Background: an optimization exercise with open tools, aiming at small area. Do not read the settings as production practice. Only simulation tests tie the RTL to the original design; equivalence was not proved. Power and IR drop assume default switching activity. The flow treats the clock pin as an ideal source, which a real chip does not have.

==> flow/design.v <==
`timescale 1ns/1ps
package isaPkg;
	typedef enum logic [5:0] {
		opSpecial = 6'b000000,
		opJ = 6'b000010,
		opBeq = 6'b000100,
		opBne = 6'b000101,
		opLui = 6'b001111,
		opLw = 6'b100011,
		opLbu = 6'b100100,
		opSb = 6'b101000,
		opSw = 6'b101011
	} opcodeT;
	typedef enum logic [5:0] {
		fnBreak = 6'b001101,
		fnAdd = 6'b100000,
		fnSub = 6'b100010,
		fnAnd = 6'b100100,
		fnXor = 6'b100110
	} functT;
	typedef struct packed {
		opcodeT opcode;
		logic [5-1:0] rs;
		logic [5-1:0] rt;
		logic [5-1:0] rd;
		logic [4:0] shamt;
		functT funct;
	} rFormatT;
	typedef struct packed {
		opcodeT opcode;
		logic [5-1:0] rs;
		logic [5-1:0] rt;
		logic [15:0] imm;
	} iFormatT;
	typedef union packed {
		rFormatT r;
		iFormatT i;
	} instrWord;
endpackage
`timescale 1ns/1ps
package ctrlPkg;
	typedef enum logic [3:0] {
		stReset,
		stFetch,
		stDecode,
		stMemAddr,
		stMemRead,
		stLoadWriteBack,
		stMemWrite,
		stRExec,
		stRWriteBack,
		stOverflow,
		stBranch,
		stJump,
		stLui,
		stHalt
	} ctrlStateT;
	typedef enum logic [2:0] {
		aluAdd = 3'b001,
		aluSub = 3'b010,
		aluAnd = 3'b011,
		aluXor = 3'b110,
		aluLui = 3'b111
	} aluOpT;
	typedef enum logic {srcAPc, srcARegA} srcASelT;
	typedef enum logic [1:0] {srcBRegB, srcBStep, srcBImm, srcBBranch} srcBSelT;
	typedef enum logic [1:0] {pcAluResult, pcAluOut, pcJumpTarget, pcExcVector} pcSrcT;
	typedef enum logic {wbAluOut, wbLoadData} wbSrcT;
	typedef enum logic {accWord, accByte} accessSizeT;
endpackage
`timescale 1ns/1ps
`timescale 1ns/1ps
`timescale 1ns/1ps
`timescale 1ns/1ps
`timescale 1ns/1ps
`timescale 1ns/1ps
module mipsCore (
	input logic clock,
	input logic reset,
	input logic [32-1:0] wbDatR,
	input logic wbAck,
	output logic [32-1:0] wbAdr,
	output logic [32-1:0] wbDatW,
	output logic [3:0] wbSel,
	output logic wbWe,
	output logic wbCyc,
	output logic wbStb,
	output logic halted
);
	typedef enum logic [3:0] {
		sClear, sFetch, sDec, sEx1, sEx2, sLReq, sLWait, sLW2,
		sSExtra, sSReq, sSWait, sSW2, sHalt
	} stateT;
	typedef enum logic [2:0] {
		cNop, cAddSub, cLogic, cLui, cJ, cBr, cLoad, cStore
	} clsT;
	stateT state, nextState;
	clsT cls;
	logic [3:0] ph;
	logic [31:0] ar, ir, ps;
	logic [4:0] xa, xb;
	logic sgn, isByte, ovf, eqAcc, cInc, cAdd, lsh;
	logic [1:0] rdA, rdB;
	logic [63:0] lowBits;
	logic we, clr;
	logic [4:0] widx;
	logic [1:0] wd;
	assign lowBits[1:0] = 2'b00;
	genvar g;
	generate
		for (g = 1; g < 32; g++) begin : gReg
			logic sel;
			logic [31:0] r;
			assign sel = clr || (we && widx == g);
			assign lowBits[2*g +: 2] = r[1:0];
			always_ff @(posedge clock)
				r <= {sel ? (clr ? 2'b00 : wd) : r[1:0], r[31:2]};
		end
	endgenerate
	assign rdA = lowBits[{xa, 1'b0} +: 2];
	assign rdB = lowBits[{xb, 1'b0} +: 2];
	logic [1:0] ir2, ar2;
	logic [1:0] incOut;
	logic incIn, incCo;
	logic [1:0] ax, ay, sum;
	logic cin, c1, c2;
	logic [1:0] lane;
	logic [3:0] start;
	logic [1:0] nlane;
	assign ir2 = ir[1:0];
	assign ar2 = ar[1:0];
	assign incIn = (ph == 4'd1) || (cInc && ph != 4'd0);
	assign {incCo, incOut} = {1'b0, ar2} + {2'b00, incIn};
	always_comb begin
		ax = rdA;
		ay = rdB;
		cin = (ph == 4'd0) ? 1'b0 : cAdd;
		case (cls)
			cLoad, cStore: ay = (ph < 4'd8) ? ir2 : {2{sgn}};
			cBr: begin
				ax = ar2;
				ay = (ph == 4'd0) ? 2'b00 : (ph <= 4'd8) ? ir2 : {2{sgn}};
			end
			default: if (ir[1]) begin
				ay = ~rdB;
				if (ph == 4'd0)
					cin = 1'b1;
			end
		endcase
	end
	assign {c1, sum[0]} = ax[0] + ay[0] + cin;
	assign {c2, sum[1]} = ax[1] + ay[1] + c1;
	assign lane = isByte ? ar[1:0] : 2'b00;
	assign nlane = 2'b00 - lane;
	assign start = {nlane, 2'b00};
	logic irLoad, irSh, arSh, psLoad, fetchAck;
	logic [1:0] arIn;
	clsT dCls;
	logic [5:0] op, fn;
	always_comb begin
		op = wbDatR[31:26];
		fn = wbDatR[5:0];
		dCls = cNop;
		case (op)
			6'h00: case (fn)
				6'h20, 6'h22: dCls = cAddSub;
				6'h24, 6'h26: dCls = cLogic;
				default: dCls = cNop;
			endcase
			6'h02: dCls = cJ;
			6'h04, 6'h05: dCls = cBr;
			6'h0F: dCls = cLui;
			6'h23, 6'h24: dCls = cLoad;
			6'h28, 6'h2B: dCls = cStore;
			default: dCls = cNop;
		endcase
	end
	assign fetchAck = (state == sFetch) && wbAck;
	assign widx = (cls == cAddSub || cls == cLogic) ? ir[15:11] : xb;
	always_comb begin
		nextState = state;
		irLoad = 1'b0;
		irSh = 1'b0;
		arSh = 1'b0;
		arIn = incOut;
		psLoad = 1'b0;
		we = 1'b0;
		wd = sum;
		clr = 1'b0;
		case (state)
			sClear: begin
				clr = 1'b1;
				arSh = 1'b1;
				arIn = 2'b00;
				if (ph == 4'd15)
					nextState = sFetch;
			end
			sFetch: if (wbAck) begin
				irLoad = 1'b1;
				if (wbDatR[31:26] == 6'h00 && wbDatR[5:0] == 6'h0D)
					nextState = sHalt;
				else if (ph == 4'd15)
					nextState = sEx1;
				else
					nextState = sDec;
			end
			sDec: if (ph == 4'd15)
				nextState = sEx1;
			sEx1: begin
				arSh = 1'b1;
				case (cls)
					cLogic: begin
						we = 1'b1;
						wd = ir[1] ? (rdA ^ rdB) : (rdA & rdB);
					end
					cLui: begin
						we = 1'b1;
						wd = ph[3] ? ir2 : 2'b00;
						irSh = ph[3];
					end
					cJ: begin
						arIn = (ph == 4'd0) ? 2'b00 : (ph <= 4'd13) ? ir2 : incOut;
						irSh = (ph != 4'd0);
					end
					cLoad, cStore: begin
						arIn = sum;
						psLoad = 1'b1;
						irSh = 1'b1;
					end
					default: ;
				endcase
				if (ph == 4'd15)
					case (cls)
						cAddSub: nextState = sEx2;
						cBr: nextState = ((eqAcc && rdA == rdB) != ir[26]) ? sEx2 : sFetch;
						cLoad: nextState = sLReq;
						cStore: nextState = (isByte && ar[3:2] != 2'b00) ? sSExtra : sSReq;
						default: nextState = sFetch;
					endcase
			end
			sEx2: begin
				if (cls == cBr) begin
					arSh = 1'b1;
					arIn = sum;
					irSh = (ph != 4'd0);
				end else if (ovf) begin
					arSh = 1'b1;
					arIn = (ph == 4'd3) ? 2'b10 : 2'b00;  
				end else begin
					we = 1'b1;
				end
				if (ph == 4'd15)
					nextState = sFetch;
			end
			sLReq: if (wbAck) begin
				irLoad = 1'b1;
				nextState = (ph == 4'd15 && lane == 2'b00) ? sLW2 : sLWait;
			end
			sLWait: begin
				irSh = (lane != 2'b00) && (lsh || ph == start);
				if (ph == 4'd15 && (lane == 2'b00 || lsh))
					nextState = sLW2;
			end
			sLW2: begin
				irSh = 1'b1;
				we = 1'b1;
				wd = (isByte && ph >= 4'd4) ? 2'b00 : ir2;
				arSh = 1'b1;
				arIn = ps[1:0];
				if (ph == 4'd15)
					nextState = sFetch;
			end
			sSExtra: begin
				irSh = 1'b1;
				if (ph == start - 4'd1)
					nextState = sSReq;
			end
			sSReq: if (wbAck)
				nextState = (ph == 4'd15) ? sSW2 : sSWait;
			sSWait: if (ph == 4'd15)
				nextState = sSW2;
			sSW2: begin
				arSh = 1'b1;
				arIn = ps[1:0];
				if (ph == 4'd15)
					nextState = sFetch;
			end
			sHalt: ;
			default: nextState = sFetch;
		endcase
	end
	always_ff @(posedge clock) begin
		if (reset) begin
			state <= sClear;
			ph <= 4'd0;
		end else begin
			state <= nextState;
			ph <= ph + 4'd1;
		end
	end
	always_ff @(posedge clock) begin
		if (irLoad)
			ir <= wbDatR;
		else if (irSh)
			ir <= {rdB, ir[31:2]};
		if (arSh)
			ar <= {arIn, ar[31:2]};
		ps <= {psLoad ? incOut : ps[1:0], ps[31:2]};
		if (fetchAck) begin
			xa <= wbDatR[25:21];
			xb <= wbDatR[20:16];
			sgn <= wbDatR[15];
			cls <= dCls;
			isByte <= ~wbDatR[27];
		end
		cInc <= incCo;
		cAdd <= c2;
		if (state == sEx1 && ph == 4'd15)
			ovf <= c1 ^ c2;
		eqAcc <= (rdA == rdB) && (eqAcc || ph == 4'd0);
		lsh <= (state == sLWait) && irSh;
	end
	assign wbAdr = ar;
	assign wbDatW = ir;
	assign wbSel = (isByte && (state == sLReq || state == sSReq)) ? (4'b0001 << ar[1:0]) : 4'b1111;
	assign wbWe = (state == sSReq);
	assign wbCyc = (state == sFetch || state == sLReq || state == sSReq);
	assign wbStb = wbCyc;
	assign halted = (state == sHalt);
endmodule
==> flow/run.sh <==
#!/bin/bash
# synth_recipe.tcl (not shown) runs the flow's synth.tcl, then flattens the netlist and writes it again
# the make line also repeats each setting of config.mk as NAME=value (left out here)
make -C /OpenROAD-flow-scripts/flow DESIGN_CONFIG=/design/flow/config.mk WORK_HOME=/design/flow/orfs CLKGATE_MAP_FILE= SYNTH_SCRIPT=/design/flow/synth_recipe.tcl finish
==> flow/config.mk <==
export PLATFORM = sky130hd
export DESIGN_NAME = mipsCore
export DESIGN_NICKNAME = mipsCore
export VERILOG_FILES = /design/flow/design.v
export SDC_FILE = /design/flow/constraint.sdc
export NUM_CORES = 4
export LEC_CHECK = 0
export ABC_AREA = 1
export CAP_MARGIN = 20
export CORE_MARGIN = 2
export CORE_UTILIZATION = 40
export CTS_BUF_LIST = sky130_fd_sc_hd__clkbuf_4
export SLEW_MARGIN = 20
==> flow/constraint.sdc <==
create_clock -name core_clock -period 10.0 [get_ports {clock}]
set_input_delay 2.0000 -clock core_clock [delete_from_list [all_inputs] [get_ports {clock}]]
set_output_delay 2.0000 -clock core_clock [all_outputs]
set_load 0.01 [all_outputs]
==> results of run 1 <==
## kinds of logic after synthesis
group / Yosys count / synth area share [%]
fa+ha+maj: 10 / 0.5038
xor+xnor: 3 / 0.09448
flops: 1116 / 83.20
buf+inv: 176 / 2.578
compound gates: 104 / 2.366
simple gates: 707 / 11.26
## metrics by stage
stage               area, µm²  power, W
floorplan               27810  0.004615
global placement        29900  0.004648
detailed placement      29900  0.004649
CTS                     33150  0.008151
global route            33180  0.008392
finish                  33180  0.007994
## worst max-delay path, cell delays in order (launching register included)
cell and delay, ns:
dfxtp_1 0.45, nand2_1 0.19, inv_1 0.11, nor2_1 0.26
nand2_1 0.13, nor2_1 0.29, o21ai_0 0.17, clkdlybuf4s50_1 0.50
## worst min-delay path by stage
stage	endpoint	depth (start not counted)	start	slack, ns
2_1_floorplan	gReg[10].r[0]	0	gReg[10].r[2]	0.31
3_3_place_gp	gReg[5].r[10]	0	gReg[5].r[12]	0.31
3_5_place_dp	gReg[12].r[0]	0	gReg[12].r[2]	0.31
5_1_grt	gReg[19].r[3]	0	gReg[19].r[5]	0.24
4_1_cts	gReg[19].r[3]	0	gReg[19].r[5]	0.23
6_report	gReg[19].r[3]	0	gReg[19].r[5]	0.25
## state kept, by name, summed over array words and instances (netlist names)
register	count
cls	3
ps	32
isByte	1
xa	5
ar	32
ph	4
eqAcc	1
lsh	1
state	4
sgn	1
xb	5
cInc	1
cAdd	1
gReg.r	992
ovf	1
ir	32
## power groups by stage
| stage | logic, W | registers [W] | clock network, W |
|---|---|---|---|
| 2_1_floorplan | 0.0000157 | 0.00460 | 0 |
| 3_3_place_gp | 0.0000483 | 0.00460 | 0 |
| 3_5_place_dp | 0.0000483 | 0.00460 | 0 |
| 4_1_cts | 0.0000487 | 0.00450 | 0.00360 |
| 5_1_grt | 0.0000526 | 0.00450 | 0.00384 |
| 6_report | 0.0000484 | 0.00450 | 0.00345 |
## metal layers
| metal | share of wire (%) | routed length, µm |
|---|---|---|
| met4 | 3.6 | 1925 |
| met2 | 45 | 24140 |
| met3 | 4.1 | 2177 |
| met5 | 0 | 0 |
| met1 | 47 | 25090 |
## cell usage in the layout, fill, tap and decap left out, drive strengths merged, types with 7 or more instances in the layout
cell              n
inv             118
o21ai            44
dfxtp          1036
clkdlybuf4s50   106
clkinv           58
ha                8
o211ai           18
nand3           198
a21oi            23
nand2           437
clkbuf          398
o2111ai           7
buf               8
nor2             54
edfxtp           80
## layout make-up
type	instances	area, µm²
diodes	4	10.01
clock buffers	398	2988
clock inverters	50	255.2
fillers	6182	35520
inverters	129	488.0
multi-input cells	824	3995
flip-flops and latches	1116	23140
well taps	931	1165
repair buffers	114	1141
==> run summary, run 1 <==
- Sequential share of power: 56.3%
- Worst-path clk slew: 0.06 ns
- Cts repair resizes: 0
- Critical path class: flop to output port
- Sequential element share of the synthesized area: 83.20%
- First-pass GRT wire length: 82250 µm
- Syn_nets: 2161
- Area Growth Syn to Fin: 19.31%
- Top cells by area, synth: dfxtp_1 (75%), edfxtp_1 (8.6%), nand2_1 (5.8%)
- Setup violators final: 0
- Met2 Track Usage GR: 23.27%
- Initial DRC count: 773
- RSZ-0062 raised after global routing: false
- Setup bufs post-CTS: 0
- Syn Area/Cell: 13.14 µm²
- Detail Route Antenna Nets: 0
- Vias in the first global route: 15520
- Setup crit end: wbSel[2]
- Num CTS Buffers: 282
- Outcome: complete, no violations
- Max Buffers Root-to-Sink: 4
- GR Util met1: 19.30%
- R2R Setup Slk: 5.44 ns
- Crit path launch: state[2]
- Most numerous cell in the Yosys netlist: dfxtp_1
- Post-synthesis cell count: 2116
- Residual DRC: 0
- HPWL after detailed placement: 35100 µm
- Clock sink count: 1116
- Max Cap Viol: 0
- Die ar.: 0.07166 mm²
- Netlist cell types: 47
- Most used DFF post-synth: dfxtp_1
- Fraction of layout cells with a size suffix above 1: 18.32%
- NumNets Final: 2512
- Boundary Pins: 107
- Gpl congestion: 0.8557
- Clock Latency Late Sink: 1.05 ns
- Layer carrying the most global-route usage: met2
- Setup WS post-layout: 4.935 ns
- Placed cells: 3113
- Setup_tns: 0 ns
- Fin crit period: 5.065 ns
- Final hold violation count: 0
- Commonest cells post-synth: dfxtp_1 (1036), nand2_1 (427), nand3_1 (181)
- YS warnings: 1
- Hold Path Class: flop to flop
- CP startpoint kind: flop
- Dominant cell type by area after synthesis: dfxtp_1
- Largest net degree at the start of global routing: 77
- DR WL/cell: 14.96 µm
- Die H: 267.7 µm
- Place WS: 4.795 ns
- Total GRT Usage: 15.26%
- Share of flip-flops with an asynchronous set or reset: 0%
- Initial Util: 40.48%
- Post-Syn Area: 0.02781 mm²
- WP data arrival: 3.07 ns
- Int Pwr: 0.006385 W
- Antenna violations before repair: 3
- TritonRoute pass-1 iters: 7
- Kind of end point of the critical path: output port
- Rel. slew slack: 31.10%
- Logic pwr share: 0.6%
- Grt ovf: 0
- Leakage: 13.90 nW
- CP max FO: 8
- CTS H-tree depth: 5
- Finished Layout Cells: 3566
- # rows: 96
- Final Skew: 0.1163 ns
- R2r worst-path depth: 17
- Vias per cell: 4.271
- Period utilisation layout: 50.65%
- Req. time, crit path: 8.00 ns
- Hold_ws: 0.2479 ns
- Worst-Margin Slew: 1.033 ns
- Final core occ: 48.30%
- TritonCTS clock tree: built
- Root buffer cell: clkbuf_4
- Power per cell area: 240.9 mW/mm²
- I/O Buffers: 106
- Max VDD drop: 117.0 µV
- Via Count: 15230
- Met3 Use GR: 4.174%
- DIE WIDTH: 267.7 µm
- Core region area: 0.06871 mm²
- Clock power frac: 43.1%
- Fmax: 0.1974 GHz
- Pins Over Slew Limit: 0
- CTS Hold Bufs: 0
- Switching share of power: 20.14%
- Synth top area share: 74.57%
- FF-to-FF End: gReg[12].r[31]
- Worst R2R Start: xb[1]
- Post-synth EDFFs: 80
- Yosys reg bits: 1116
- Detailed Route WL: 53330 µm
- Switch Pwr: 0.001610 W
==> run 2, diff against run 1 <==
--- a/flow/config.mk
+++ b/flow/config.mk
@@ -5,9 +5,7 @@
 export SDC_FILE = /design/flow/constraint.sdc
 export NUM_CORES = 4
 export LEC_CHECK = 0
-export ABC_AREA = 1
 export CAP_MARGIN = 20
 export CORE_MARGIN = 2
 export CORE_UTILIZATION = 40
-export CTS_BUF_LIST = sky130_fd_sc_hd__clkbuf_4
 export SLEW_MARGIN = 20
==> run 2 against run 1 <==
Hold slack improved by 0.056 ns. Maximum frequency up 9.4%. Largest power group unchanged. Wire length is 12% lower. Final cell count is 20% lower. Largest cell class unchanged. Register-to-register slack improved by 0.44 ns.
==> run summary, run 2 <==
- Outcome: complete, no violations
- Syn Area/Cell: 16.00 µm²
- Vias per cell: 4.413
- Antenna violations before repair: 1
- Inserted Diodes: 0
- WP data arrival: 2.63 ns
- Pins Over Slew Limit: 0
- CP max FO: 20
- Gpl congestion: 0.8171
- Detail Route Antenna Nets: 0
- Switch Pwr: 0.001666 W
- Most common cell after layout, fill and taps aside: dfxtp_1
- Reg with most FFs: gReg.r
- Setup violators final: 0
- Critical path class: flop to output port
- DR WL/cell: 16.44 µm
- Int Pwr: 0.006708 W
- Max Buffers Root-to-Sink: 3
- RSZ-0062 raised after global routing: false
- CP max stage delay: 0.80 ns
- Total GRT Usage: 13.30%
- Logic pwr share: 1.4%
- Boundary Pins: 107
- Req. time, crit path: 8.00 ns
- Most numerous cell in the Yosys netlist: dfxtp_1
- Netlist cell types: 72
- Fin crit period: 4.632 ns
- Grt ovf: 0
- Post-Syn Area: 0.02758 mm²
- Most used DFF post-synth: dfxtp_1
- Worst-Margin Slew: 1.097 ns
- Slowest CP cell: dfxtp_1
- Setup_tns: 0 ns
- Area Growth Syn to Fin: 19.57%
- CP top delay family: flip-flops
- Detailed Route WL: 46830 µm
- Clock Latency Late Sink: 0.66 ns
- CP startpoint kind: flop
- Root buffer cell: clkbuf_16
- Clock sink count: 1116
- Crit-path cells: xor2_1, and3_1, o21ai_0, clkdlybuf4s50_1
- Setup bufs post-CTS: 0
- CTS Hold Bufs: 0
- Most frequent cells in the layout: dfxtp_1 (1036), clkdlybuf4s50_1 (106), clkbuf_16 (102)
- TritonRoute pass-1 iters: 7
- Top cells by area, synth: dfxtp_1 (75%), edfxtp_1 (8.7%), mux2i_1 (3.2%)
- Die ar.: 0.07106 mm²
- Placed cells: 2671
- # rows: 96
- Die H: 266.6 µm
- First-pass GRT wire length: 72140 µm
- Period utilisation layout: 46.32%
- Post-synthesis cell count: 1724
- Switching share of power: 19.89%
- Fmax: 0.2159 GHz
- HPWL after detailed placement: 30450 µm
- TritonCTS clock tree: built
- Max Cap Viol: 0
- Final hold violation count: 0
- CTS H-tree depth: 3
- Cts repair resizes: 0
- Final Skew: 0.04497 ns
- I/O Buffers: 106
- Max reg flops: 992
- Setup WS post-layout: 5.368 ns
- Hold Path Class: flop to flop
- Kind of end point of the critical path: output port
- Fraction of layout cells with a size suffix above 1: 13.22%
- Clock power frac: 44.4%
- Vias in the first global route: 12590
- Synth top area share: 75.20%
- Commonest cells post-synth: dfxtp_1 (1036), mux2i_1 (89), edfxtp_1 (80)
- Bufs and invs on worst path: 1
- Finished Layout Cells: 2849
- NumNets Final: 1933
- Dominant cell type by area after synthesis: dfxtp_1
- Sequential element share of the synthesized area: 83.91%
- Core region area: 0.06847 mm²
- Share of flip-flops with an asynchronous set or reset: 0%
- Worst-path clk slew: 0.07 ns
- DIE WIDTH: 266.6 µm
- Residual DRC: 0
- Syn_nets: 1769
- Yosys reg bits: 1116
- Post-synth EDFFs: 80
- Max VDD drop: 166.5 µV
- Power per cell area: 253.9 mW/mm²
- Initial DRC count: 808
- Sequential share of power: 54.2%
- Initial Util: 40.28%
- Place WS: 5.830 ns
- YS warnings: 1
- Largest net degree at the start of global routing: 39
- Leakage: 12.70 nW
- Rel. slew slack: 26.66%
- Via Count: 12570
- Num CTS Buffers: 97
## run 2: cell types whose count changed after synthesis, sizes merged, moves of 13 or more
cell	delta
nand2	-367
clkinv	-13
nand2b	+13
o21ai	-14
inv	-99
mux4	+20
mux2i	+89
nor2b	+13
nand3	-185
nor3	+19
mux2	+38
## run 2: logic make-up (layout without fill, tap and decap cells)
group | count (synthesis) | count (layout) | synth area share [%]
simple gates | 252 | 252 | 4.800
buf+inv | 71 | 314 | 1.102
xor+xnor | 10 | 10 | 0.3721
compound gates | 118 | 118 | 2.890
flops | 1116 | 1116 | 83.91
mux | 147 | 147 | 6.415
fa+ha+maj | 10 | 10 | 0.5081
## run 2: cell type report
| class | instances | area [µm²] |
|---|---|---|
| flip-flops and latches | 1116 | 23140 |
| clock inverters | 36 | 385.4 |
| inverters | 17 | 63.81 |
| repair buffers | 119 | 1159 |
| clock buffers | 142 | 2953 |
| multi-input cells | 537 | 4170 |
| well taps | 882 | 1104 |
| fillers | 5755 | 35490 |
## run 2: path summary, 6_finish.rpt
kind	start	end	slack (ns)	depth (start not counted)
setup / recovery	state[3]	wbSel[2]	5.37	4
hold / removal	ps[11]	ps[9]	0.30	0
setup reg to reg	xa[1]	gReg[4].r[31]	5.88	12
hold reg to reg	ps[11]	ps[9]	0.30	0
## run 2: power by group through the flow
stage	registers [W]	clock network, W	logic (W)
global route	0.00454	0.00400	0.000131
detailed placement	0.00464	0	0.000122
global placement	0.00464	0	0.000121
CTS	0.00454	0.00382	0.000123
finish	0.00454	0.00371	0.000121
floorplan	0.00464	0	0.0000452
## run 2: stage by stage
step / power (W) / util, % / cell area, µm² / hold slack, ns
global route: 0.008668 / 48.17 / 32980 / 0.3098
global placement: 0.004759 / 43.27 / 29620 / 0.3096
detailed placement: 0.004761 / 43.29 / 29640 / 0.3121
CTS: 0.008486 / 48.17 / 32980 / 0.3036
floorplan: 0.004683 / - / 27580 / 0.3096
finish: 0.008374 / 48.17 / 32980 / 0.3041
## run 2: per-layer routing
layer / GRT usage, % / wire length (µm)
met1: 18.31 / 22730
met2: 20.43 / 20800
met3: 2.943 / 2003
met4: 5.254 / 1298
met5: 0 / 0
==> run 3, diff against run 2 <==
--- a/flow/config.mk
+++ b/flow/config.mk
@@ -8,4 +8,7 @@
 export CAP_MARGIN = 20
 export CORE_MARGIN = 2
 export CORE_UTILIZATION = 40
+export CTS_BUF_LIST = sky130_fd_sc_hd__clkbuf_8
+export CTS_CLUSTER_DIAMETER = 60
+export CTS_CLUSTER_SIZE = 22
 export SLEW_MARGIN = 20
==> run 3 against run 2 <==
Highest routed layer unchanged. Final cell count down 3.4%. Design area down 6.8%. Critical path type unchanged. Utilization down 3.3 points. Global-route usage down 0.65 points. Still clean on timing, DRC and antenna. Non-clock buffer count unchanged.
==> run summary, run 3 <==
- Outcome: complete, no violations
- Max Cap Viol: 0
- Pins Over Slew Limit: 0
- Syn Area/Cell: 16.00 µm²
- Fin crit period: 4.702 ns
- Cts repair resizes: 0
- Sequential element share of the synthesized area: 83.91%
- WP data arrival: 2.70 ns
- TritonRoute pass-1 iters: 5
- Share of flip-flops with an asynchronous set or reset: 0%
- CTS H-tree depth: 2
- CP startpoint kind: flop
- Critical path's most frequent cell: and2_1
- Antenna violations before repair: 1
- Post-synthesis cell count: 1724
- Num CTS Buffers: 61
- Setup WS post-layout: 5.298 ns
- CP max FO: 20
- Final core occ: 44.90%
- CP max stage delay: 0.82 ns
- Largest net degree at the start of global routing: 39
- DR WL/cell: 16.42 µm
- Post-Syn Area: 0.02758 mm²
- Setup bufs post-CTS: 0
- Most numerous cell in the Yosys netlist: dfxtp_1
- Max Buffers Root-to-Sink: 3
- Detailed Route WL: 45180 µm
- I/O Buffers: 106
- TritonCTS clock tree: built
- Netlist cell types: 72
- Syn_nets: 1769
- Most used DFF post-synth: dfxtp_1
- Grt ovf: 0
- Crit-path cells: and2_1, and2_1, clkdlybuf4s50_1
- Commonest cells post-synth: dfxtp_1 (1036), mux2i_1 (89), edfxtp_1 (80)
- Kind of end point of the critical path: output port
- Rel. slew slack: 25.90%
- Fmax: 0.2127 GHz
- Inserted Diodes: 0
- YS warnings: 1
- Synth top area share: 75.20%
- Final Skew: 0.07979 ns
- Max reg flops: 992
- Area Growth Syn to Fin: 11.47%
- Vias per cell: 4.411
- Via Count: 12140
- Clock sink count: 1116
- Max VDD drop: 134.3 µV
- Power per cell area: 213.8 mW/mm²
- Worst-Margin Slew: 1.108 ns
- Clock Latency Late Sink: 0.74 ns
- Total GRT Usage: 12.65%
- Boundary Pins: 107
- Place WS: 5.830 ns
- RSZ-0062 raised after global routing: false
- # rows: 96
- Critical path class: flop to output port
- Initial DRC count: 802
- Final hold violation count: 0
- Most frequent cells in the layout: dfxtp_1 (1036), clkdlybuf4s50_1 (106), mux2i_1 (89)
- Gpl congestion: 0.8171
- Die H: 266.6 µm
- Dominant cell type by area after synthesis: dfxtp_1
- HPWL after detailed placement: 30450 µm
- NumNets Final: 1897
- Period utilisation layout: 47.02%
- Core region area: 0.06847 mm²
- Worst-path clk slew: 0.12 ns
- Hold Path Class: flop to flop
- Setup_tns: 0 ns
- CTS Hold Bufs: 0
- Fraction of layout cells with a size suffix above 1: 9.305%
- Die ar.: 0.07106 mm²
- Detail Route Antenna Nets: 0
- Yosys reg bits: 1116
- Post-synth EDFFs: 80
- First-pass GRT wire length: 69210 µm
- Vias in the first global route: 11960
- Leakage: 11.62 nW
- Initial Util: 40.28%
- Req. time, crit path: 8.00 ns
- Residual DRC: 0
- Slowest CP cell: dfxtp_1
- Setup violators final: 0
- Most common cell after layout, fill and taps aside: dfxtp_1
- Top cells by area, synth: dfxtp_1 (75%), edfxtp_1 (8.7%), mux2i_1 (3.2%)
- DIE WIDTH: 266.6 µm
- Reg with most FFs: gReg.r
- Root buffer cell: clkbuf_8
==> run 3: cell types whose count changed in the layout (fill, tap and decap cells not counted), moves of 4 or more <==
cell,change
inv_12,+4
clkbuf_16,-102
clkinv_16,-4
clkinv_2,-19
inv_1,+4
clkbuf_8,+37
clkbuf_1,-15
==> run 3: worst paths after layout <==
path | startpoint | end | slack (ns) | cells past startpoint
max reg2reg | xa[1] | gReg[4].r[31] | 5.82 | 12
min reg2reg | gReg[15].r[13] | gReg[15].r[11] | 0.29 | 0
min | gReg[15].r[13] | gReg[15].r[11] | 0.29 | 0
max | state[3] | halted | 5.30 | 3
==> run 3: cell type report <==
type | instances | area [µm²]
multi-input cells | 537 | 4170
flip-flops and latches | 1116 | 23140
clock buffers | 62 | 853.3
well taps | 882 | 1104
fillers | 5969 | 37720
inverters | 17 | 63.81
clock inverters | 19 | 250.2
repair buffers | 119 | 1159
==> run 3: per-layer routing <==
metal  part of all wire (%)  vias up  track usage [%]
met5                      0        -                0
met4                    2.4        0            4.100
met3                    3.8       72            2.150
met2                     44      231            19.51
met1                     49     5841            18.13
li1                       -     5995                -
==> run 3: cell families after synthesis <==
kind of cell,count (synthesis),share of synthesized area [%]
multiplexers,147,6.415
AND/OR/NAND/NOR,252,4.800
flip-flops,1116,83.91
AO/OA/AOI/OAI,118,2.890
XOR/XNOR,10,0.3721
adder cells (fa/ha/maj),10,0.5081
buffers and inverters,71,1.102
==> run 3: metrics by stage <==
step | power, W | std cells | instance area, µm² | hold slack, ns
after CTS | 0.006670 | 2752 | 30740 | 0.2868
final | 0.006574 | 2752 | 30740 | 0.2912
after floorplan | 0.004683 | 1724 | 27580 | 0.3096
after global placement | 0.004759 | 2670 | 29620 | 0.3096
after detailed placement | 0.004761 | 2671 | 29640 | 0.3121
after global routing | 0.006832 | 2752 | 30740 | 0.2892
==> run 3: worst max-delay path, delay by kind of cell (launching register included) <==
kind / cells / cell delay (ns)
flip-flops: 1 / 0.82
buffers and inverters: 1 / 0.57
AND/OR/NAND/NOR: 2 / 0.59
==> run 3: power by group <==
group | total (W) | internal [W] | switching [W]
logic | 0.000121 | 0.0000628 | 0.0000579
clock network | 0.00192 | 0.000654 | 0.00126
registers | 0.00454 | 0.00452 | 0.0000207
==> run 4, diff against run 3 <==
--- a/flow/config.mk
+++ b/flow/config.mk
@@ -8,7 +8,7 @@
 export CAP_MARGIN = 20
 export CORE_MARGIN = 2
 export CORE_UTILIZATION = 40
-export CTS_BUF_LIST = sky130_fd_sc_hd__clkbuf_8
-export CTS_CLUSTER_DIAMETER = 60
-export CTS_CLUSTER_SIZE = 22
+export CTS_BUF_LIST = sky130_fd_sc_hd__clkbuf_16
+export CTS_CLUSTER_DIAMETER = 80
+export CTS_CLUSTER_SIZE = 30
 export SLEW_MARGIN = 20
==> run 4 against run 3 <==
Clock-buffer cell count down 17. Clock power up 12%. Design area up 0.75%. Setup slack better by 0.13 ns. Synthesized area unchanged. Maximum frequency up 2.8%. Via count down 0.62%. Utilization up 0.34 points. Combinational power about the same.
==> run summary, run 4 <==
- Clock sink count: 1116
- Max Buffers Root-to-Sink: 3
- Area Growth Syn to Fin: 12.30%
- Vias in the first global route: 11910
- Top cells by area, synth: dfxtp_1 (75%), edfxtp_1 (8.7%), mux2i_1 (3.2%)
- Pins Over Slew Limit: 0
- Antenna violations before repair: 1
- Largest net degree at the start of global routing: 39
- YS warnings: 1
- Reg with most FFs: gReg.r
- Hold Path Class: flop to flop
- Syn Area/Cell: 16.00 µm²
- Most used DFF post-synth: dfxtp_1
- Via Count: 12060
- DR WL/cell: 16.61 µm
- CP max FO: 20
- Most frequent cells in the layout: dfxtp_1 (1036), clkdlybuf4s50_1 (106), mux2i_1 (89)
- Post-synthesis cell count: 1724
- Residual DRC: 0
- Num CTS Buffers: 45
- Total GRT Usage: 12.72%
- TritonRoute pass-1 iters: 5
- Syn_nets: 1769
- Core region area: 0.06847 mm²
- Crit-path cells: xor2_1, and3_1, o21ai_0, clkdlybuf4s50_1
- Initial DRC count: 852
- Power per cell area: 220.1 mW/mm²
- Die ar.: 0.07106 mm²
- Commonest cells post-synth: dfxtp_1 (1036), mux2i_1 (89), edfxtp_1 (80)
- Req. time, crit path: 8.00 ns
- # rows: 96
- Setup_tns: 0 ns
- Most numerous cell in the Yosys netlist: dfxtp_1
- NumNets Final: 1881
- Final core occ: 45.24%
- Setup violators final: 0
- RSZ-0062 raised after global routing: false
- Netlist cell types: 72
- Cts repair resizes: 0
- Final hold violation count: 0
- First-pass GRT wire length: 69460 µm
- I/O Buffers: 106
- Fin crit period: 4.576 ns
- WP data arrival: 2.58 ns
- Setup bufs post-CTS: 0
- Initial Util: 40.28%
- Detailed Route WL: 45400 µm
- Outcome: complete, no violations
- Placed cells: 2671
- Post-synth EDFFs: 80
- Share of flip-flops with an asynchronous set or reset: 0%
- Post-Syn Area: 0.02758 mm²
- TritonCTS clock tree: built
- Synth top area share: 75.20%
- Die H: 266.6 µm
- Finished Layout Cells: 2733
- Critical path class: flop to output port
- CP top delay family: flip-flops
- Worst-Margin Slew: 1.098 ns
- Root buffer cell: clkbuf_16
- DIE WIDTH: 266.6 µm
- Yosys reg bits: 1116
- Detail Route Antenna Nets: 0
- Most common cell after layout, fill and taps aside: dfxtp_1
- Period utilisation layout: 45.76%
- CP startpoint kind: flop
- Max reg flops: 992
- Clock Latency Late Sink: 0.63 ns
- Max VDD drop: 157.5 µV
- Slowest CP cell: dfxtp_1
- Max Cap Viol: 0
- Fillers: 5964
- Rel. slew slack: 26.61%
- CTS Hold Bufs: 0
- HPWL after detailed placement: 30450 µm
- Grt ovf: 0
- Worst-path clk slew: 0.10 ns
- Gpl congestion: 0.8171
- Final Skew: 0.02899 ns
- Leakage: 11.71 nW
- CTS H-tree depth: 2
- Vias per cell: 4.414
- CP max stage delay: 0.80 ns
- Dominant cell type by area after synthesis: dfxtp_1
- Fmax: 0.2186 GHz
- Sequential element share of the synthesized area: 83.91%
- Fraction of layout cells with a size suffix above 1: 8.329%
- Boundary Pins: 107
- Bufs and invs on worst path: 1
- Power Total: 0.006817 W
- Kind of end point of the critical path: output port
==> run 4: cell count changes in the layout (fill, tap and decap cells not counted), sizes merged <==
cell	delta
diode	+2
bufinv	-1
clkbuf	-17
clkinv	-2
inv	-1
==> run 4: layout make-up <==
cell class	instances	area, µm²	share of cell area, %
Inverter	17	63.81	0.2060
Antenna cell	2	5.005	0.01616
Sequential cell	1116	23140	74.72
Clock inverter	15	202.7	0.6544
Clock buffer	45	1126	3.636
Multi-Input combinational cell	537	4170	13.46
Tap cell	882	1104	3.563
Timing Repair Buffer	119	1159	3.741
==> run 4: metal layers <==
layer,vias up,GRT usage (%),wire length [µm]
li1,5976,-,-
met1,5818,18.25,22590
met2,204,19.78,20190
met3,66,2.196,1690
met4,0,3.614,925
met5,-,0,0
==> run 4: kinds of logic (layout without fill, tap and decap cells) <==
family	Yosys count	count (layout)	share of synthesized area, %
DFF	1116	1116	83.91
and+or+nand+nor	252	252	4.800
muxes	147	147	6.415
AOI/OAI and AO/OA	118	118	2.890
buffers and inverters	71	196	1.102
adders and majority gates	10	10	0.5081
xor gates and xnor gates	10	10	0.3721
other	0	2	0
==> run 4: path summary, 6_finish.rpt <==
| kind | from | to | slack [ns] | depth (start not counted) |
|---|---|---|---|---|
| setup / recovery | state[3] | wbSel[2] | 5.42 | 4 |
| hold / removal | gReg[8].r[6] | gReg[8].r[4] | 0.32 | 0 |
| setup reg to reg | xa[1] | gReg[4].r[31] | 5.87 | 12 |
| hold reg to reg | gReg[8].r[6] | gReg[8].r[4] | 0.32 | 0 |
==> run 4: power breakdown <==
part	switching (W)	internal [W]	leakage [nW]	total, W
clock	0.00128	0.000879	0.660	0.00216
combinational	0.0000582	0.0000628	1.88	0.000121
sequential	0.0000209	0.00451	9.17	0.00454
==> run 4: metrics by stage <==
step / hold slack [ns] / setup slack, ns / area, µm²
finish: 0.3220 / 5.424 / 30970
global route: 0.3300 / 5.172 / 30970
global placement: 0.3096 / 5.889 / 29620
CTS: 0.3245 / 5.352 / 30970
detailed placement: 0.3121 / 5.830 / 29640
floorplan: 0.3096 / 5.976 / 27580
==> run 5, diff against run 4 <==
==> flow/flow/run.sh (new file) <==
#!/bin/bash
# The standard layout (standard.sh) with two placement/CTS options changed:
# ports are buffered with buf_1 instead of the default cell, and CTS
# clusters sinks into larger groups without inserting dummy loads.
set -eo pipefail
cp standard.sh standard_sh_copy.txt
export BUFFER_PORTS_ARGS="-buffer_cell sky130_fd_sc_hd__buf_1"
export CTS_ARGS="-sink_clustering_enable -repair_clock_nets -dont_use_dummy_load -buf_list sky130_fd_sc_hd__clkbuf_16 -sink_clustering_size 30 -sink_clustering_max_diameter 80"
bash standard.sh > standard.log 2>&1
==> flow/standard.sh (new file) <==
#!/bin/bash
# synth_recipe.tcl (not shown) runs the flow's synth.tcl, then flattens the netlist and writes it again
# the make line also repeats each setting of config.mk as NAME=value (left out here)
make -C /OpenROAD-flow-scripts/flow DESIGN_CONFIG=/design/flow/config.mk WORK_HOME=/design/flow/orfs CLKGATE_MAP_FILE= SYNTH_SCRIPT=/design/flow/synth_recipe.tcl "${@:-finish}"
--- a/flow/config.mk
+++ b/flow/config.mk
@@ -8,7 +8,4 @@
 export CAP_MARGIN = 20
 export CORE_MARGIN = 2
 export CORE_UTILIZATION = 40
-export CTS_BUF_LIST = sky130_fd_sc_hd__clkbuf_16
-export CTS_CLUSTER_DIAMETER = 80
-export CTS_CLUSTER_SIZE = 30
 export SLEW_MARGIN = 20
removed: flow/run.sh
==> run 5 against run 4 <==
Still clean. Via count decreased by 0.36%. First-iteration DRC count decreased by 5.3%. Sequential share of layout area increased by 2.2 points. Synthesized cell count unchanged. Hold slack got worse by 0.015 ns. Combinational power decreased by 27%. Sequential power about the same. Critical endpoint unchanged. Largest power group unchanged.
==> run summary, run 5 <==
- Hold worst-path end: gReg[5].r[15]
- Via Count: 12020
- R2R Setup Slk: 5.94 ns
- Worst R2R Start: xa[1]
- HP Start: gReg[5].r[17]
- Fmax: 0.2367 GHz
- Syn Area/Cell: 16.00 µm²
- Fin area: 0.03009 mm²
- I/O Buffers: 106
- Reg with most FFs: gReg.r
- Critical path class: flop to output port
- Clock Latency Late Sink: 0.61 ns
- Fraction of layout cells with a size suffix above 1: 7.743%
- NumNets Final: 1881
- DR WL/cell: 16.40 µm
- Yosys reg bits: 1116
- Total GRT Usage: 12.32%
- Setup violators final: 0
- Post-synth EDFFs: 80
- Worst-path clk slew: 0.10 ns
- Max Buffers Root-to-Sink: 3
- Req. time, crit path: 8.00 ns
- Post-Place Cell Area: 0.02898 mm²
- Most used DFF post-synth: dfxtp_1
- Synth top area share: 75.20%
- Outcome: complete, no violations
- Area Growth Syn to Fin: 9.101%
- CTS Hold Bufs: 0
- Num CTS Buffers: 44
- YS warnings: 1
- Hold Path Depth: 0
- TritonCTS clock tree: built
- Boundary Pins: 107
- Vias per cell: 4.422
- HPWL after detailed placement: 29710 µm
- Max Cap Viol: 0
- Kind of end point of the critical path: output port
- Most common cell after layout, fill and taps aside: dfxtp_1
- Final hold violation count: 0
- Detail Route Antenna Nets: 0
- CTS H-tree depth: 2
- Leakage: 11.32 nW
- FF-to-FF End: gReg[1].r[31]
- Die ar.: 0.07106 mm²
- Share of flip-flops with an asynchronous set or reset: 0%
- RSZ-0062 raised after global routing: false
- Post-Syn Area: 0.02758 mm²
- Rel. slew slack: 25.99%
- Root buffer cell: clkbuf_16
- Dominant cell type by area after synthesis: dfxtp_1
- Gpl congestion: 0.8056
- CP startpoint kind: flop
- Fin crit period: 4.224 ns
- Pins Over Slew Limit: 0
- Syn_nets: 1769
- Setup bufs post-CTS: 0
- Detailed Route WL: 44570 µm
- Top cells by area, synth: dfxtp_1 (75%), edfxtp_1 (8.7%), mux2i_1 (3.2%)
- Worst-Margin Slew: 1.107 ns
- CP max FO: 20
- Largest net degree at the start of global routing: 38
- Sequential element share of the synthesized area: 83.91%
- First-pass GRT wire length: 67170 µm
- Die H: 266.6 µm
- Residual DRC: 0
- Period utilisation layout: 42.24%
- Initial DRC count: 807
- Placed cells: 2672
- Antenna violations before repair: 1
- TritonRoute pass-1 iters: 7
- Max reg flops: 992
- R2r worst-path depth: 12
- Finished Layout Cells: 2718
- Initial Util: 40.28%
- Hold Path Class: flop to flop
- Power per cell area: 220.1 mW/mm²
- # rows: 96
- Max VDD drop: 141.8 µV
- Post-synthesis cell count: 1724
- Netlist cell types: 72
- Commonest cells post-synth: dfxtp_1 (1036), mux2i_1 (89), edfxtp_1 (80)
- Cts repair resizes: 0
- Core region area: 0.06847 mm²
- WP data arrival: 2.22 ns
- Most frequent cells in the layout: dfxtp_1 (1036), buf_1 (106), mux2i_1 (89)
- Final Skew: 0.07078 ns
- Clock sink count: 1116
- Grt ovf: 0
- Power Total: 0.006622 W
- Hold_ws: 0.3065 ns
- DIE WIDTH: 266.6 µm
- Most numerous cell in the Yosys netlist: dfxtp_1
- Setup_tns: 0 ns
- Vias in the first global route: 11510
[run 5: cell counts after synthesis]
No cell type changed its count.
[run 5: per-layer routing]
metal / global-route usage [%] / vias up / wire (µm)
li1: - / 5951 / -
met1: 17.93 / 5792 / 22610
met2: 18.64 / 212 / 19200
met3: 2.288 / 65 / 1739
met4: 3.766 / 0 / 1010
met5: 0 / - / 0
[run 5: kinds of logic after synthesis]
kind of cell	synth area share (%)
flops	83.91
simple gates	4.800
mux	6.415
compound gates	2.890
buf+inv	1.102
xor+xnor	0.3721
fa+ha+maj	0.5081
[run 5: critical path, stage by stage, from the launching register on]
cell and delay [ns]:
dfxtp_1 0.79, nor2b_1 0.23, and3_1 0.30, o21ai_0 0.15
buf_1 0.17
[run 5: layout make-up]
class / instances / area, µm²
fill: 5995 / 38380
sequential: 1116 / 23140
multi-input combinational: 537 / 4170
tap: 882 / 1104
clock buffer: 44 / 1101
timing repair buffer: 120 / 503.0
inverter: 17 / 63.81
antenna: 2 / 5.005
[run 5: worst max path at each step]
| stage | from | endpoint | slack, ns | depth (start not counted) |
|---|---|---|---|---|
| floorplan | wbAck | ir[0] | 5.98 | 4 |
| global placement | xa[1] | gReg[15].r[31] | 6.06 | 12 |
| detailed placement | xa[1] | gReg[1].r[31] | 5.98 | 12 |
| CTS | state[0] | wbSel[2] | 5.68 | 4 |
| global route | state[0] | wbSel[2] | 5.56 | 4 |
| finish | state[0] | wbSel[2] | 5.78 | 4 |
[run 5: metrics by stage]
stage / worst slack (ns) / utilization [%]
2_1_floorplan: 5.976 / -
6_report: 5.776 / 43.95
3_5_place_dp: 5.977 / 42.33
4_1_cts: 5.681 / 43.94
5_1_grt: 5.556 / 43.94
3_3_place_gp: 6.065 / 42.31
[run 5: report_power, final]
part	total [W]	internal [W]	switching (W)	leakage [nW]
sequential	0.00453	0.00451	0.0000200	9.17
combinational	0.0000889	0.0000316	0.0000573	1.61
clock	0.00200	0.000795	0.00120	0.542
total	0.00662	0.00534	0.00128	11.3
==> run 6, diff against run 5 <==
==> flow/flow/run.sh (replaced) <==
#!/bin/bash
# The standard layout (standard.sh) with two placement/CTS options changed:
# ports are buffered with buf_1 instead of the default cell, and CTS
# clusters sinks into larger groups without inserting dummy loads.
set -eo pipefail
cp standard.sh standard_sh_copy.txt
export BUFFER_PORTS_ARGS="-buffer_cell sky130_fd_sc_hd__buf_1"
export CTS_ARGS="-sink_clustering_enable -repair_clock_nets -dont_use_dummy_load -buf_list sky130_fd_sc_hd__clkbuf_8 -sink_clustering_size 16 -sink_clustering_max_diameter 50"
bash standard.sh > standard.log 2>&1
==> run 6 against run 5 <==
Utilization is 0.12 points higher. Critical path depth is the same. Design area up 0.27%. Maximum frequency fell by 1.2%.
==> run summary, run 6 <==
- Outcome: complete, no violations
- Logic pwr share: 1.3%
- Setup WS post-layout: 5.723 ns
- Cts repair resizes: 0
- Max VDD drop: 137.9 µV
- Post-synthesis cell count: 1724
- Worst-Margin Slew: 1.107 ns
- Req. time, crit path: 8.00 ns
- Num CTS Buffers: 86
- Hold_ws: 0.2693 ns
- Grt ovf: 0
- Die ar.: 0.07106 mm²
- Synth top area share: 75.20%
- Place WS: 5.977 ns
- DR WL/cell: 16.25 µm
- Leakage: 11.40 nW
- Fraction of layout cells with a size suffix above 1: 9.808%
- Initial Util: 40.28%
- RSZ-0062 raised after global routing: false
- Final hold violation count: 0
- Int Pwr: 0.005315 W
- Root buffer cell: clkbuf_8
- Sequential share of power: 68.5%
- Via Count: 12270
- Max Cap Viol: 0
- Placed cells: 2672
- Max Buffers Root-to-Sink: 3
- Most numerous cell in the Yosys netlist: dfxtp_1
- Core region area: 0.06847 mm²
- Max reg flops: 992
- WP data arrival: 2.28 ns
- Commonest cells post-synth: dfxtp_1 (1036), mux2i_1 (89), edfxtp_1 (80)
- I/O Buffers: 106
- Antenna violations before repair: 2
- Switch Pwr: 0.001306 W
- Finished Layout Cells: 2759
- Fmax: 0.2338 GHz
- Area Growth Syn to Fin: 9.391%
- Most used DFF post-synth: dfxtp_1
- Top cells by area, synth: dfxtp_1 (75%), edfxtp_1 (8.7%), mux2i_1 (3.2%)
- Vias per cell: 4.445
- Syn Area/Cell: 16.00 µm²
- Reg with most FFs: gReg.r
- Share of flip-flops with an asynchronous set or reset: 0%
- Rel. slew slack: 25.98%
- Clock Latency Late Sink: 0.69 ns
- Switching share of power: 19.72%
- Pins Over Slew Limit: 0
- CTS Hold Bufs: 0
- Post-synth EDFFs: 80
- First-pass GRT wire length: 68100 µm
- Residual DRC: 0
- Power per cell area: 219.4 mW/mm²
- Post-Syn Area: 0.02758 mm²
- Setup violators final: 0
- Gpl congestion: 0.8056
- Setup bufs post-CTS: 0
- CP startpoint kind: flop
- Setup_tns: 0 ns
- Most frequent cells in the layout: dfxtp_1 (1036), buf_1 (106), mux2i_1 (89)
- Period utilisation layout: 42.77%
- NumNets Final: 1923
- Total GRT Usage: 12.58%
- Netlist cell types: 72
- # rows: 96
- Dominant cell type by area after synthesis: dfxtp_1
- Clock power frac: 30.2%
- Fin crit period: 4.277 ns
- HPWL after detailed placement: 29710 µm
- Boundary Pins: 107
- TritonCTS clock tree: built
- Hold Path Class: flop to flop
- Most common cell after layout, fill and taps aside: dfxtp_1
- TritonRoute pass-1 iters: 5
- Sequential element share of the synthesized area: 83.91%
- YS warnings: 1
- Clock sink count: 1116
- Critical path class: flop to output port
- DIE WIDTH: 266.6 µm
- CTS H-tree depth: 3
- Detailed Route WL: 44850 µm
- Largest net degree at the start of global routing: 38
- Die H: 266.6 µm
- Worst-path clk slew: 0.09 ns
- Initial DRC count: 735
- Yosys reg bits: 1116
- Final Skew: 0.08704 ns
- Syn_nets: 1769
- CP max FO: 20
- Vias in the first global route: 11850
- Kind of end point of the critical path: output port
- Detail Route Antenna Nets: 0
-- run 6: cell counts after synthesis --
No cell type changed its count.
-- run 6: power by group through the flow --
stage	combinational [W]	sequential, W	clock [W]
finish	0.0000892	0.00453	0.00200
global route	0.0000987	0.00454	0.00225
CTS	0.0000896	0.00453	0.00209
detailed placement	0.0000891	0.00464	0
global placement	0.0000890	0.00464	0
floorplan	0.0000452	0.00464	0
-- run 6: layout make-up --
type                       instances  area, µm²
clock buffer                      86       1184
antenna                            1      2.502
sequential                      1116      23140
inverter                          17      63.81
fill                            5992      38300
multi-input combinational        537       4170
timing repair buffer             120      503.0
tap                              882       1104
-- run 6: worst paths after layout --
kind / endpoint / start / cells past startpoint / slack, ns
setup / recovery: wbSel[2] / state[0] / 4 / 5.72
hold / removal: gReg[7].r[27] / gReg[7].r[29] / 0 / 0.27
setup reg to reg: gReg[11].r[31] / xb[1] / 13 / 5.95
hold reg to reg: gReg[7].r[27] / gReg[7].r[29] / 0 / 0.27
-- run 6: metal layers --
layer / vias to the layer above / GRT usage [%] / part of all wire (%)
met3: 79 / 2.860 / 4.4
met2: 255 / 18.64 / 43
met1: 5905 / 17.93 / 50
met4: 0 / 4.753 / 2.5
li1: 6026 / - / -
met5: - / 0 / 0
-- run 6: through the flow --
stage / power [W] / area (µm²) / utilization, %
6_report: 0.006620 / 30170 / 44.06
5_1_grt: 0.006890 / 30170 / 44.06
4_1_cts: 0.006712 / 30170 / 44.06
3_5_place_dp: 0.004727 / 28980 / 42.33
3_3_place_gp: 0.004726 / 28970 / 42.31
2_1_floorplan: 0.004683 / 27580 / -
-- run 6: kinds of logic after synthesis --
group           count (synthesis)  share of synthesized area, %
flops                        1116                         83.91
simple gates                  252                         4.800
mux                           147                         6.415
compound gates                118                         2.890
buf+inv                        71                         1.102
xor+xnor                       10                        0.3721
fa+ha+maj                      10                        0.5081
-- run 6: critical path: stages, from the launching register on --
cell	delay [ns]
dfxtp_1	0.78
nor2b_1	0.23
and3_1	0.31
o21ai_0	0.16
buf_1	0.17
==> run 7, diff against run 6 <==
==> flow/flow/run.sh (replaced) <==
#!/bin/bash
# The standard layout (standard.sh) with two placement/CTS options changed:
# ports are buffered with buf_1 instead of the default cell, and CTS
# clusters sinks into larger groups without inserting dummy loads.
set -eo pipefail
cp standard.sh standard_sh_copy.txt
export BUFFER_PORTS_ARGS="-buffer_cell sky130_fd_sc_hd__buf_1"
export CTS_ARGS="-sink_clustering_enable -repair_clock_nets -dont_use_dummy_load -buf_list sky130_fd_sc_hd__clkbuf_8 -sink_clustering_size 20 -sink_clustering_max_diameter 50"
bash standard.sh > standard.log 2>&1
--- a/flow/config.mk
+++ b/flow/config.mk
@@ -7,5 +7,5 @@
 export LEC_CHECK = 0
 export CAP_MARGIN = 20
 export CORE_MARGIN = 2
-export CORE_UTILIZATION = 40
+export CORE_UTILIZATION = 65
 export SLEW_MARGIN = 20
==> run 7 against run 6 <==
Largest cell class unchanged. Utilization grew 26 points. Still clean. Wire length down 3.1%. Register-to-register slack lost 0.22 ns. Highest routed layer unchanged.
==> run summary, run 7 <==
- Dominant cell type by area after synthesis: dfxtp_1
- CP max FO: 31
- Die ar.: 0.04409 mm²
- Sequential element share of the synthesized area: 83.91%
- Synth top area share: 75.20%
- WP data arrival: 4.77 ns
- RSZ-0062 raised after global routing: false
- Vias per cell: 5.038
- Hold Path Class: flop to flop
- First-pass GRT wire length: 65650 µm
- Setup violators final: 0
- TritonCTS clock tree: built
- CP startpoint kind: flop
- Most frequent cells in the layout: dfxtp_1 (1036), buf_1 (106), mux2i_1 (89)
- NumNets Final: 1904
- Grt ovf: 0
- Die H: 210.0 µm
- Max VDD drop: 216.4 µV
- Worst-path clk slew: 0.09 ns
- Clock sink count: 1116
- Setup bufs post-CTS: 0
- R2R Setup Slk: 5.73 ns
- Vias in the first global route: 11690
- Top cells by area, synth: dfxtp_1 (75%), edfxtp_1 (8.7%), mux2i_1 (3.2%)
- Kind of end point of the critical path: flop
- Syn_nets: 1769
- CTS H-tree depth: 3
- Max Buffers Root-to-Sink: 3
- I/O Buffers: 106
- Area Growth Syn to Fin: 7.059%
- Post-Syn Area: 0.02758 mm²
- Setup WS post-layout: 5.727 ns
- Post-synth EDFFs: 80
- Largest net degree at the start of global routing: 39
- Antenna violations before repair: 0
- Final hold violation count: 0
- Share of flip-flops with an asynchronous set or reset: 0%
- Period utilisation layout: 42.73%
- CTS Hold Bufs: 0
- Most common cell after layout, fill and taps aside: dfxtp_1
- Gpl congestion: 0.8382
- Detailed Route WL: 43450 µm
- Fmax: 0.2340 GHz
- Core region area: 0.04195 mm²
- Post-synthesis cell count: 1724
- DIE WIDTH: 210.0 µm
- Req. time, crit path: 10.50 ns
- Worst-Margin Slew: 1.180 ns
- Leakage: 11.28 nW
- Commonest cells post-synth: dfxtp_1 (1036), mux2i_1 (89), edfxtp_1 (80)
- TritonRoute pass-1 iters: 5
- Reg with most FFs: gReg.r
- Syn Area/Cell: 16.00 µm²
- Clock Latency Late Sink: 0.66 ns
- Pins Over Slew Limit: 0
- Detail Route Antenna Nets: 0
- Num CTS Buffers: 71
- HPWL after detailed placement: 28970 µm
- Fin crit period: 4.273 ns
- Yosys reg bits: 1116
- DR WL/cell: 18.13 µm
- Max Cap Viol: 0
- Cts repair resizes: 0
- Rel. slew slack: 21.00%
- Outcome: complete, no violations
- Residual DRC: 0
- Final Skew: 0.1010 ns
- Most used DFF post-synth: dfxtp_1
- Root buffer cell: clkbuf_8
- Netlist cell types: 72
- Power Total: 0.006439 W
- Via Count: 12080
- Critical path class: flop to flop
- Boundary Pins: 107
- Place WS: 5.422 ns
- Total GRT Usage: 19.88%
- # rows: 75
- Initial Util: 65.75%
- Max reg flops: 992
- Setup_tns: 0 ns
- Most numerous cell in the Yosys netlist: dfxtp_1
- YS warnings: 1
- Final core occ: 70.39%
- Power per cell area: 218.1 mW/mm²
- Initial DRC count: 678
- Fraction of layout cells with a size suffix above 1: 8.939%
[run 7: changes by cell type in the layout (fill, tap and decap cells not counted), sizes merged]
| cell | delta |
|---|---|
| clkbuf | -15 |
| buf | -4 |
[run 7: cells by family (layout without fill, tap and decap cells)]
| group | after synthesis | count (layout) | synth area share [%] |
|---|---|---|---|
| flip-flops | 1116 | 1116 | 83.91 |
| buffers and inverters | 71 | 204 | 1.102 |
| multiplexers | 147 | 147 | 6.415 |
| XOR/XNOR | 10 | 10 | 0.3721 |
| AND/OR/NAND/NOR | 252 | 252 | 4.800 |
| adder cells (fa/ha/maj) | 10 | 10 | 0.5081 |
| AO/OA/AOI/OAI | 118 | 118 | 2.890 |
| other | 0 | 1 | 0 |
[run 7: critical path, cell delays in order, from the launching register on]
cell      delay, ns
edfxtp_1       0.92
mux2_2         0.41
nand2_1        0.06
o21ai_0        0.08
mux4_2         0.47
mux2_2         0.31
mux2i_1        0.21
fa_1           0.28
fa_1           0.46
o221ai_1       0.23
nand2_2        0.44
mux2i_1        0.28
[run 7: worst paths after layout]
kind / endpoint / from / depth (start not counted)
setup / recovery: gReg[1].r[31] / xa[1] / 11
setup reg to reg: gReg[1].r[31] / xa[1] / 11
hold reg to reg: gReg[1].r[29] / gReg[1].r[31] / 0
hold / removal: gReg[1].r[29] / gReg[1].r[31] / 0
[run 7: per-layer routing]
metal,routed length [µm],GRT usage [%],up-vias
met1,21230,28.34,5739
met5,0,0,-
met3,1629,3.889,94
met4,1498,7.997,0
met2,19090,30.37,257
li1,-,-,5985
[run 7: per-stage QoR]
step           cell area [µm²]  cells  hold WS (ns)
3_3_place_gp             28510   2324        0.3095
6_report                 29530   2397        0.2847
5_1_grt                  29520   2396        0.2804
4_1_cts                  29490   2395        0.2853
2_1_floorplan            27580   1724        0.3096
3_5_place_dp             28510   2324        0.3121
[run 7: final cells by class]
class	count	area, µm²
antenna	1	2.502
inverter	17	63.81
tap	539	674.4
multi-input combinational	537	4173
clock buffer	71	977.2
timing repair buffer	116	493.0
fill	2714	12420
sequential	1116	23140
[run 7: power breakdown]
part / internal, W / switching [W]
clock network: 0.000643 / 0.00118
logic: 0.0000314 / 0.0000552
registers: 0.00451 / 0.0000201
total: 0.00519 / 0.00125
==> run 8, diff against run 7 <==
--- a/flow/config.mk
+++ b/flow/config.mk
@@ -7,5 +7,5 @@
 export LEC_CHECK = 0
 export CAP_MARGIN = 20
 export CORE_MARGIN = 2
-export CORE_UTILIZATION = 65
+export CORE_UTILIZATION = 40
 export SLEW_MARGIN = 20
==> run 8 against run 7 <==
Utilization is 27 points lower. Highest routed layer unchanged. Clock skew is 0.0034 ns higher. Global-route usage is 7.3 points lower. Register-to-register slack better by 0.23 ns. Clock-buffer cell count is 4 higher. Hold slack worse by 0.034 ns. Maximum frequency is 0.66% lower. Sequential cell count stayed put. Die area is 61% higher. First-iteration DRC count is 6.6% higher. Clock power is 4% higher.
==> run summary, run 8 <==
- Core region area: 0.06847 mm²
- TritonCTS clock tree: built
- Root buffer cell: clkbuf_8
- Via Count: 12190
- Max VDD drop: 108.6 µV
- Hold_ws: 0.2511 ns
- Antenna violations before repair: 3
- Largest net degree at the start of global routing: 38
- Leakage: 11.32 nW
- Pins Over Slew Limit: 0
- Clock power frac: 29.1%
- DR WL/cell: 16.32 µm
- Logic pwr share: 1.4%
- Die ar.: 0.07106 mm²
- Vias in the first global route: 11720
- Residual DRC: 0
- Post-synth EDFFs: 80
- CTS H-tree depth: 3
- Syn_nets: 1769
- First-pass GRT wire length: 67750 µm
- Final Skew: 0.1044 ns
- Setup violators final: 0
- Initial Util: 40.28%
- Period utilisation layout: 43.01%
- Req. time, crit path: 8.00 ns
- Fraction of layout cells with a size suffix above 1: 9.276%
- Power per cell area: 217.2 mW/mm²
- Yosys reg bits: 1116
- Most common cell after layout, fill and taps aside: dfxtp_1
- Most numerous cell in the Yosys netlist: dfxtp_1
- CP max FO: 20
- Post-Syn Area: 0.02758 mm²
- Fin crit period: 4.301 ns
- Kind of end point of the critical path: output port
- CTS Hold Bufs: 0
- Max Buffers Root-to-Sink: 3
- Setup bufs post-CTS: 0
- Die H: 266.6 µm
- Max reg flops: 992
- Post-synthesis cell count: 1724
- Clock Latency Late Sink: 0.71 ns
- Clock sink count: 1116
- Most used DFF post-synth: dfxtp_1
- NumNets Final: 1912
- DIE WIDTH: 266.6 µm
- Switch Pwr: 0.001298 W
- RSZ-0062 raised after global routing: false
- Detailed Route WL: 44900 µm
- Hold Path Class: flop to flop
- Switching share of power: 19.91%
- Vias per cell: 4.429
- CP startpoint kind: flop
- Syn Area/Cell: 16.00 µm²
- Netlist cell types: 72
- Gpl congestion: 0.8056
- Synth top area share: 75.20%
- Cts repair resizes: 0
- YS warnings: 1
- Initial DRC count: 723
- WP data arrival: 2.30 ns
- Max Cap Viol: 0
- TritonRoute pass-1 iters: 5
- Boundary Pins: 107
- Top cells by area, synth: dfxtp_1 (75%), edfxtp_1 (8.7%), mux2i_1 (3.2%)
- Reg with most FFs: gReg.r
- I/O Buffers: 106
- Int Pwr: 0.005223 W
- Outcome: complete, no violations
- # rows: 96
- Share of flip-flops with an asynchronous set or reset: 0%
- Area Growth Syn to Fin: 8.878%
- Worst-path clk slew: 0.10 ns
- HPWL after detailed placement: 29710 µm
- Most frequent cells in the layout: dfxtp_1 (1036), buf_1 (106), mux2i_1 (89)
- Sequential share of power: 69.5%
- Dominant cell type by area after synthesis: dfxtp_1
- Fmax: 0.2325 GHz
- Total GRT Usage: 12.54%
- Setup_tns: 0 ns
- Detail Route Antenna Nets: 0
- Num CTS Buffers: 75
- Commonest cells post-synth: dfxtp_1 (1036), mux2i_1 (89), edfxtp_1 (80)
- Rel. slew slack: 27.46%
- Final hold violation count: 0
- Worst-Margin Slew: 1.085 ns
- Grt ovf: 0
- Sequential element share of the synthesized area: 83.91%
- Post-Place Cell Area: 0.02898 mm²
- Fin area: 0.03003 mm²
- Critical path class: flop to output port
[run 8: final timing paths]
kind / end / depth (start not counted) / from / slack, ns
max: wbSel[2] / 4 / state[0] / 5.70
min: gReg[7].r[7] / 0 / gReg[7].r[9] / 0.25
max reg2reg: gReg[1].r[31] / 12 / xa[1] / 5.96
min reg2reg: gReg[7].r[7] / 0 / gReg[7].r[9] / 0.25
[run 8: logic make-up after synthesis]
logic type | Yosys count | share of synthesized area, %
flip-flops | 1116 | 83.91
AO/OA/AOI/OAI | 118 | 2.890
AND/OR/NAND/NOR | 252 | 4.800
adder cells (fa/ha/maj) | 10 | 0.5081
XOR/XNOR | 10 | 0.3721
multiplexers | 147 | 6.415
buffers and inverters | 71 | 1.102
[run 8: layout make-up]
class                           instances  area [µm²]
Tap cell                              882        1104
Inverter                               17       63.81
Sequential cell                      1116       23140
Timing Repair Buffer                  120       503.0
Antenna cell                            5       12.51
Fill cell                            6016       38440
Clock buffer                           75        1032
Multi-Input combinational cell        537        4170
[run 8: critical path: stages (launching register included)]
cell and delay, ns:
dfxtp_1 0.78, nor2b_1 0.23, and3_1 0.31, o21ai_0 0.16, buf_1 0.17
[run 8: through the flow]
stage	setup slack [ns]	std cells	power, W	util [%]
6_report	5.699	2752	0.006521	43.86
5_1_grt	5.482	2749	0.006775	43.85
4_1_cts	5.592	2747	0.006607	43.84
3_5_place_dp	5.977	2672	0.004727	42.33
3_3_place_gp	6.065	2671	0.004726	42.31
2_1_floorplan	5.976	1724	0.004683	-
[run 8: power groups by stage]
| stage | Sequential (W) | Clock [W] | Combinational [W] |
|---|---|---|---|
| final | 0.00453 | 0.00190 | 0.0000891 |
| after global routing | 0.00454 | 0.00214 | 0.0000986 |
| after CTS | 0.00454 | 0.00198 | 0.0000896 |
| after detailed placement | 0.00464 | 0 | 0.0000891 |
| after global placement | 0.00464 | 0 | 0.0000890 |
| after floorplan | 0.00464 | 0 | 0.0000452 |
[run 8: per-layer routing]
metal | GRT usage (%) | wire, µm | share of wire [%] | vias to the layer above
met5 | 0 | 0 | 0 | -
met4 | 4.236 | 1059 | 2.4 | 0
met3 | 3.146 | 2112 | 4.7 | 89
met2 | 18.58 | 19130 | 43 | 249
met1 | 17.89 | 22600 | 50 | 5847
li1 | - | - | - | 6004

afterwards: timing with drivers on the ports:
The results above use ideal ports. As a check the final layouts listed here were re-extracted and re-timed, cells and wires unchanged. Step 1, drivers: a clkbuf_16 drives clock and a buf_2 each remaining input, both assumed. Step 2 adds t to the input delays and takes it off the output delays; t is the mean of the earliest and latest rising clock arrival at the registers after step 1. Input paths then give back, and output paths get back, about the clock's delay inside the block. Slacks: ideal / step 1 / step 2; pairs: ideal / step 1.
run | t, ns | setup slack, ns | worst setup path after step 2
run 1 | 1.039 | 4.935 / 4.882 / 4.721 | input to register
run 2 | 0.699 | 5.368 / 5.311 / 5.822 | input to register
run 3 | 0.751 | 5.298 / 5.245 / 5.825 | register to register
run 4 | 0.672 | 5.424 / 5.367 / 5.837 | input to register
run 5 | 0.633 | 5.776 / 5.720 / 5.943 | register to register
run 6 | 0.702 | 5.723 / 5.670 / 5.948 | register to register
run 7 | 0.664 | 5.727 / 5.699 / 5.727 | register to register
run 8 | 0.712 | 5.699 / 5.647 / 5.956 | register to register
After both steps setup and hold are still met in every run listed. The setup slack of run 1, which loses most, moves by -0.053 ns with the drivers and by -0.214 ns with both steps.
